This is an optimization exercise on Yosys and OpenROAD, whose aim is small area and few clock cycles, not a production implementation.
The RTL was checked by simulation tests, not by an equivalence proof against the original design.

[flow/config.mk]
export PLATFORM = sky130hd
export DESIGN_NAME = windowed_temperature_stability_detector_top
export DESIGN_NICKNAME = windowed_temperature_stability_detector_top
export VERILOG_FILES = /design/flow/design.v
export SDC_FILE = /design/flow/constraint.sdc
export NUM_CORES = 4
export LEC_CHECK = 0
export CAP_MARGIN = 20
export CORE_MARGIN = 2
export CORE_UTILIZATION = 40
export SLEW_MARGIN = 20
[flow/constraint.sdc]
create_clock -name core_clock -period 8.5 [get_ports {clk}]
set_input_delay 1.7000 -clock core_clock [delete_from_list [all_inputs] [get_ports {clk}]]
set_output_delay 1.7000 -clock core_clock [all_outputs]
set_load 0.01 [all_outputs]
[flow/design.v]
`timescale 1ns / 1ps
`default_nettype none
package wtsd_pkg;
  localparam int TEMP_W     = 16;
  localparam int THR_W      = 10;
  localparam int DWELL_W    = 12;
  localparam int CFG_IDX_W  = 2;
  localparam int WINDOW_DEF = 16;
  localparam logic [CFG_IDX_W-1:0] CFG_SETPOINT  = 2'd0;
  localparam logic [CFG_IDX_W-1:0] CFG_THRESHOLD = 2'd1;
  localparam logic [CFG_IDX_W-1:0] CFG_DWELL     = 2'd2;
  localparam logic signed [TEMP_W-1:0] SETPOINT_RST  = 16'sd9300;
  localparam logic [THR_W-1:0]         THRESHOLD_RST = 10'd30;
  localparam logic [DWELL_W-1:0]       DWELL_RST     = 12'd5;
  localparam logic [DWELL_W-1:0]       DWELL_MAX     = 12'd3600;
endpackage
`default_nettype wire
`timescale 1ns / 1ps
`default_nettype none
module windowed_temperature_stability_detector_top (
  input  wire                clk,
  input  wire                rst_n,
  input  wire                cfg_we,
  input  wire  [1:0]         cfg_index,
  input  wire  [15:0]        cfg_wdata,
  input  wire                in_valid,
  output logic               in_stall,
  input  wire                in_command,
  input  wire  signed [15:0] in_temperature,
  output logic               out_valid,
  input  wire                out_stall,
  output logic               out_stable,
  output logic signed [15:0] out_stable_temperature,
  output logic signed [15:0] out_window_mean,
  output logic               out_window_full,
  output logic               out_near_setpoint,
  output logic               out_low_spread
);
  logic signed [15:0] sp_r;
  logic [9:0]         thr_r;
  logic [11:0]        dwc_r;
  always_ff @(posedge clk) begin
    if (!rst_n) begin
      sp_r  <= wtsd_pkg::SETPOINT_RST;
      thr_r <= wtsd_pkg::THRESHOLD_RST;
      dwc_r <= wtsd_pkg::DWELL_RST;
    end else if (cfg_we) begin
      case (cfg_index)
        2'd0: sp_r  <= cfg_wdata;
        2'd1: thr_r <= cfg_wdata[9:0];
        2'd2: dwc_r <= cfg_wdata[11:0];
        default: ;
      endcase
    end
  end
  logic              valid_r;
  logic [4:0]        fill_r;       
  logic [3:0]        gap_r;        
  logic signed [15:0] ring [16];
  logic signed [19:0] sum_r;
  logic [37:0]        spr_r;       
  wire full    = fill_r[4];
  wire empty   = (fill_r == 5'd0);
  wire handout = valid_r && !out_stall;
  assign in_stall = (valid_r && out_stall) || (gap_r != 4'd0 && !empty);
  wire accept = in_valid && !in_stall;
  wire push   = accept && !in_command;
  wire clear  = accept && in_command;
  always_ff @(posedge clk) begin
    if (!rst_n) begin
      valid_r <= 1'b0;
      fill_r  <= 5'd0;
      gap_r   <= 4'd0;
    end else begin
      if (accept)       valid_r <= 1'b1;
      else if (handout) valid_r <= 1'b0;
      if (clear)                fill_r <= 5'd0;
      else if (push && !full)   fill_r <= fill_r + 5'd1;
      gap_r <= push ? 4'd0 : gap_r + 4'd1;
    end
  end
  always_ff @(posedge clk) begin
    ring[0] <= push ? in_temperature : ring[15];
    for (int i = 1; i < 16; i++) ring[i] <= ring[i-1];
  end
  wire signed [15:0] x   = in_temperature;
  wire signed [15:0] y   = full ? ring[15] : 16'sd0;
  wire signed [16:0] u   = push ? (17'(x) - 17'(y)) : 17'sd0;
  wire signed [21:0] w   = 22'(x) * 22'sd15 + 22'(y) * 22'sd17 - (22'(sum_r) <<< 1);
  wire signed [37:0] dlt = 38'(u) * 38'(w);
  always_ff @(posedge clk) begin
    if (!rst_n || clear) begin
      sum_r <= '0;
      spr_r <= '0;
    end else begin
      sum_r <= sum_r + 20'(u);
      spr_r <= spr_r + dlt;
    end
  end
  wire signed [15:0] mean = sum_r[19:4];
  wire               frac = |sum_r[3:0];
  wire signed [17:0] e_hi = 18'(mean) - 18'(sp_r) - 18'(thr_r);
  wire signed [17:0] e_lo = 18'(mean) - 18'(sp_r) + 18'(thr_r) + 18'(frac);
  wire [19:0]        thsq = 20'(thr_r) * 20'(thr_r);
  wire near = full && e_hi[17] && (e_lo > 18'sd0);
  wire low  = full && (spr_r[37:28] == 10'd0) && (spr_r[27:8] < thsq);
  logic        cand_r, stab_r;
  logic [11:0] dwl_r;
  logic signed [15:0] lat_r;
  logic        cand_a, stab_a;
  logic [11:0] dwl_a;
  logic signed [15:0] lat_a;
  always_comb begin
    cand_a = cand_r;
    stab_a = stab_r;
    dwl_a  = dwl_r;
    lat_a  = lat_r;
    if (empty) begin
      cand_a = 1'b0;
      stab_a = 1'b0;
      dwl_a  = '0;
    end else if (full) begin
      if (near && low) begin
        cand_a = 1'b1;
        if (!cand_r)
          dwl_a = '0;
        else if (dwl_r != wtsd_pkg::DWELL_MAX)
          dwl_a = dwl_r + 12'd1;
        if (dwl_a >= dwc_r && !stab_r) begin
          stab_a = 1'b1;
          lat_a  = mean;
        end
      end else begin
        cand_a = 1'b0;
        stab_a = 1'b0;
        dwl_a  = '0;
      end
    end
  end
  always_ff @(posedge clk) begin
    if (!rst_n) begin
      cand_r <= 1'b0;
      stab_r <= 1'b0;
      dwl_r  <= '0;
      lat_r  <= '0;
    end else if (handout) begin
      cand_r <= cand_a;
      stab_r <= stab_a;
      dwl_r  <= dwl_a;
      lat_r  <= lat_a;
    end
  end
  assign out_valid              = valid_r;
  assign out_stable             = stab_a;
  assign out_stable_temperature = lat_a;
  assign out_window_mean        = mean;
  assign out_window_full        = full;
  assign out_near_setpoint      = near;
  assign out_low_spread         = low;
endmodule
`default_nettype wire
[flow/run.sh]
#!/bin/bash
# synth_recipe.tcl (not shown) runs the flow's synth.tcl, then flattens the netlist and writes it again
# the make line also repeats each setting of config.mk as NAME=value (left out here)
make -C /OpenROAD-flow-scripts/flow DESIGN_CONFIG=/design/flow/config.mk WORK_HOME=/design/flow/orfs CLKGATE_MAP_FILE= SYNTH_SCRIPT=/design/flow/synth_recipe.tcl finish
==> results by group <==
Status
  – Status: complete, but fails checks
  – Fail Reasons: negative setup slack

Drt
  – Final wirelength: 96.4 mm
  – Final ANT Viol Nets: 0
  – Vias post-DR: 27400
  – DRC violations left: 0
  – 1st-iter DRT viols: 1563
  – Drt wl/cell: 16.9 um
  – Via-to-Cell Ratio: 4.80
  – First-pass detailed-route iteration total: 5

Layout
  – Synthesis-to-finish area growth: 28.3%
  – Post-route cell area: 0.0459 mm2
  – Antenna diodes: 0
  – Count of fill cells added during filler insertion: 8033
  – Proportion of layout cells with a drive suffix above 1: 0.240
  – Nets: 5441

Logic synthesis
  – Share of synthesized flip-flops with an asynchronous set or reset: 0
  – Mean post-synth cell area: 9.29 um2
  – Top cell type's share of synthesized area: 0.303
  – Synth Register Bits: 392
  – Count of cell types in the netlist: 74
  – Top cells by area, synth: fa_1, dfxtp_1, ha_1, inv_1, nand2_1
  – Count of flip-flops with a built-in enable after synthesis: 0
  – Cell area after technology mapping: 0.0358 mm2
  – Post-synthesis instance total: 3852
  – Yosys warnings: 2
  – Sequential area share after synthesis: 0.219
  – Most used flip-flop cell after synthesis: dfxtp_1
  – Library cell occupying the most area in the post-synthesis netlist: fa_1
  – Syn Nets: 4788

Die
  – Die span in y: 303 um
  – Placement row count: 109
  – Initial Utilization: 0.404
  – Horizontal die dimension: 303 um
  – Core region area: 0.0885 mm2
  – Die ar.: 0.0919 mm2
  – Top-level I/O count: 78

Setup path
  – Critical Path Sink Type: register
  – Cell with the largest stage delay on the worst path: fa_1
  – Max stage delay on crit path: 550 ps
  – Startpoint type of the worst setup path: input pin
  – Required time at the worst-slack endpoint: 8960 ps
  – Worst path most repeated cell: fa_1
  – Worst path arrival time: 11320 ps
  – Critical path peak fanout: 4
  – Critical path type: in -> reg

STA
  – RSZ-0062 raised after global routing: yes
  – Share of the clock period used by the worst path: 1.28
  – Setup-failing EPs final: 47
  – Worst Tran Pin Value: 790 ps
  – Final slew viol count: 0
  – Post-layout min period: 10860 ps
  – Clock Skew: 16.9 ps
  – Relative slew margins: 0.474
  – Total negative slack for setup checks: -53830 ps
  – Worst Slack Setup Final: -2360 ps
  – Final Hold Viols: 0
  – Achievable Freq: 92.0 MHz

Clock tree
  – Clock net sink count: 392
  – Root buffer cell: clkbuf_16
  – H-tree depth: 2
  – Number of clock buffers inserted by TritonCTS: 43
  – CTS tree: built
  – Maximum buffer depth of the clock tree: 3
  – Hold-fix buffers at CTS: 0
  – Clock latency (worst-skew pair): 600 ps
  – Clock transition at the registers of the reported paths: 60 ps

Hold path
  – Worst hold-check path type: reg -> reg

Placed design
  – Placement-stage cell area: 0.0420 mm2
  – Final RePlAce weighted congestion: 0.930
  – Port bufs: 77
  – Half-perimeter wire length of the detailed placement result: 78.8 mm

GRT
  – Maximum number of pins on one net before global-route repair: 81
  – Overall track demand over capacity in global routing: 0.217
  – Initial antenna violation count: 1
  – Wire length of the first global-routing pass: 156 mm
  – Remaining global-route overflow: 0
  – Vias in the first global route: 29000

Run
  – Max-cap violations: 0
[stage by stage]
step	util	setup slack [ps]	cells	hold WS (ps)
2_1_floorplan	-	-2770	3852	310
3_3_place_gp	0.475	-3680	5533	310
3_5_place_dp	0.475	-3770	5533	312
4_1_cts	0.509	-2490	5688	311
5_1_grt	0.519	-2790	5703	317
6_report	0.519	-2360	5703	316
[kinds of logic (layout without fill, tap and decap cells)]
family / Yosys count / after routing / synth area share
AOI/OAI and AO/OA: 384 / 384 / 0.0701
xor gates and xnor gates: 175 / 175 / 0.0428
adders and majority gates: 896 / 896 / 0.427
buffers and inverters: 895 / 1581 / 0.0963
DFF: 392 / 392 / 0.219
muxes: 33 / 33 / 0.0109
and+or+nand+nor: 1077 / 1077 / 0.134
[layout make-up]
| type | instances | area [um2] | area share |
|---|---|---|---|
| Clock buffer | 54 | 1160 | 0.0252 |
| Clock inverter | 24 | 304 | 0.00662 |
| Inverter | 794 | 3010 | 0.0656 |
| Multi-Input combinational cell | 2565 | 26100 | 0.570 |
| Sequential cell | 392 | 7870 | 0.171 |
| Tap cell | 1165 | 1460 | 0.0318 |
| Timing Repair Buffer | 709 | 5960 | 0.130 |
[critical path: cells and delay by family]
| kind | cells | cell delay (ps) |
|---|---|---|
| compound gates | 10 | 1800 |
| buf+inv | 10 | 1040 |
| xor+xnor | 3 | 490 |
| simple gates | 4 | 610 |
| fa+ha+maj | 13 | 5640 |
[registers in the layout, summed over array words and instances (netlist names), 10 cells and up]
signal / flops
lat_r: 16
sp_r: 16
dwl_r: 12
sum_r: 20
dwc_r: 12
spr_r: 38
thr_r: 10
ring: 256
[synthesized netlist by cell type, types with 11 or more instances]
cell type	number
o21bai_1	13
or2_2	11
o21ai_0	72
nand2b_1	27
o21a_1	23
o211ai_1	19
nand3_1	43
nor2_1	341
dfxtp_1	392
nand2_1	431
mux2i_1	16
and3_1	38
nor3_1	42
a21o_1	38
xor2_1	68
xnor2_1	107
nor2b_1	27
ha_1	355
fa_1	541
inv_1	783
or3_1	23
buf_4	17
and2_1	32
a21oi_1	103
clkbuf_1	77
a21boi_0	34
nand4_1	21
nor4_1	12
a211oi_1	12
[layout by cell type (no fill, tap or decap), types with 19 or more instances in the layout]
master / n
ha_1: 303
nand2b_1: 26
fa_1: 511
nor2_2: 22
inv_1: 726
o21a_1: 22
nand2_1: 417
a21boi_0: 30
nor2_1: 305
a21o_1: 38
nand3_1: 38
clkdlybuf4s50_1: 42
xnor2_1: 92
and3_1: 37
nor2b_1: 24
a21oi_1: 78
clkbuf_16: 43
ha_4: 40
or3_1: 19
xor2_1: 64
dfxtp_1: 384
o21ai_0: 50
nand4_1: 21
buf_4: 542
fa_2: 30
and2_1: 29
inv_2: 56
buf_6: 95
o211ai_1: 19
nor3_1: 35
[per-layer routing]
metal | track usage | share of wire | wire [um]
met4 | 0.0701 | 0.036 | 3510
met5 | 0 | 0.00013 | 13
met1 | 0.295 | 0.45 | 43100
met3 | 0.0307 | 0.051 | 4960
met2 | 0.355 | 0.47 | 44900
[final timing paths]
| check | endpoint | depth (start not counted) | slack, ps | startpoint |
|---|---|---|---|---|
| hold / removal | ring[10][2]$_DFF_P_ | 0 | 320 | ring[9][2]$_DFF_P_ |
| setup / recovery | spr_r[37]$_SDFF_PP0_ | 40 | -2360 | in_temperature[14] |
| hold reg to reg | ring[10][2]$_DFF_P_ | 0 | 320 | ring[9][2]$_DFF_P_ |
| setup reg to reg | spr_r[37]$_SDFF_PP0_ | 41 | -1930 | fill_r[4]$_SDFFE_PP0P_ |
[what timing repair did]
item,4_1_cts,5_1_grt
setup buffers,79,31
gates cloned,1,0
setup endpoints to repair,49,50
pin swaps,224,156
gates resized for setup,397,195
hold endpoints to repair,0,0
Testbench counts, summed over its fixed seeds: cycles 24,008.

## static timing again, ports no longer ideal
The results above use ideal ports. As a check the final layout listed here was re-extracted and re-timed, cells and wires unchanged. Step 1 sets driving cells, clkbuf_16 on the clock port and buf_2 on the other inputs (assumed; they add their load-dependent delay and slew). Step 2 moves the port delays by t, midway between the first and last clock arrival at a register: inputs arrive t later, outputs are due t later. That takes back most of the time a late clock gives input paths. Slacks: ideal ports / drivers / drivers and shift; pairs: ideal ports / drivers.
t, ns: 0.657
setup slack, ns: -2.365 / -2.334 / -2.991
pins driven straight from the clock port: 1
For this run, drivers alone change the setup slack by +0.031 ns; drivers and shift together by -0.626 ns.
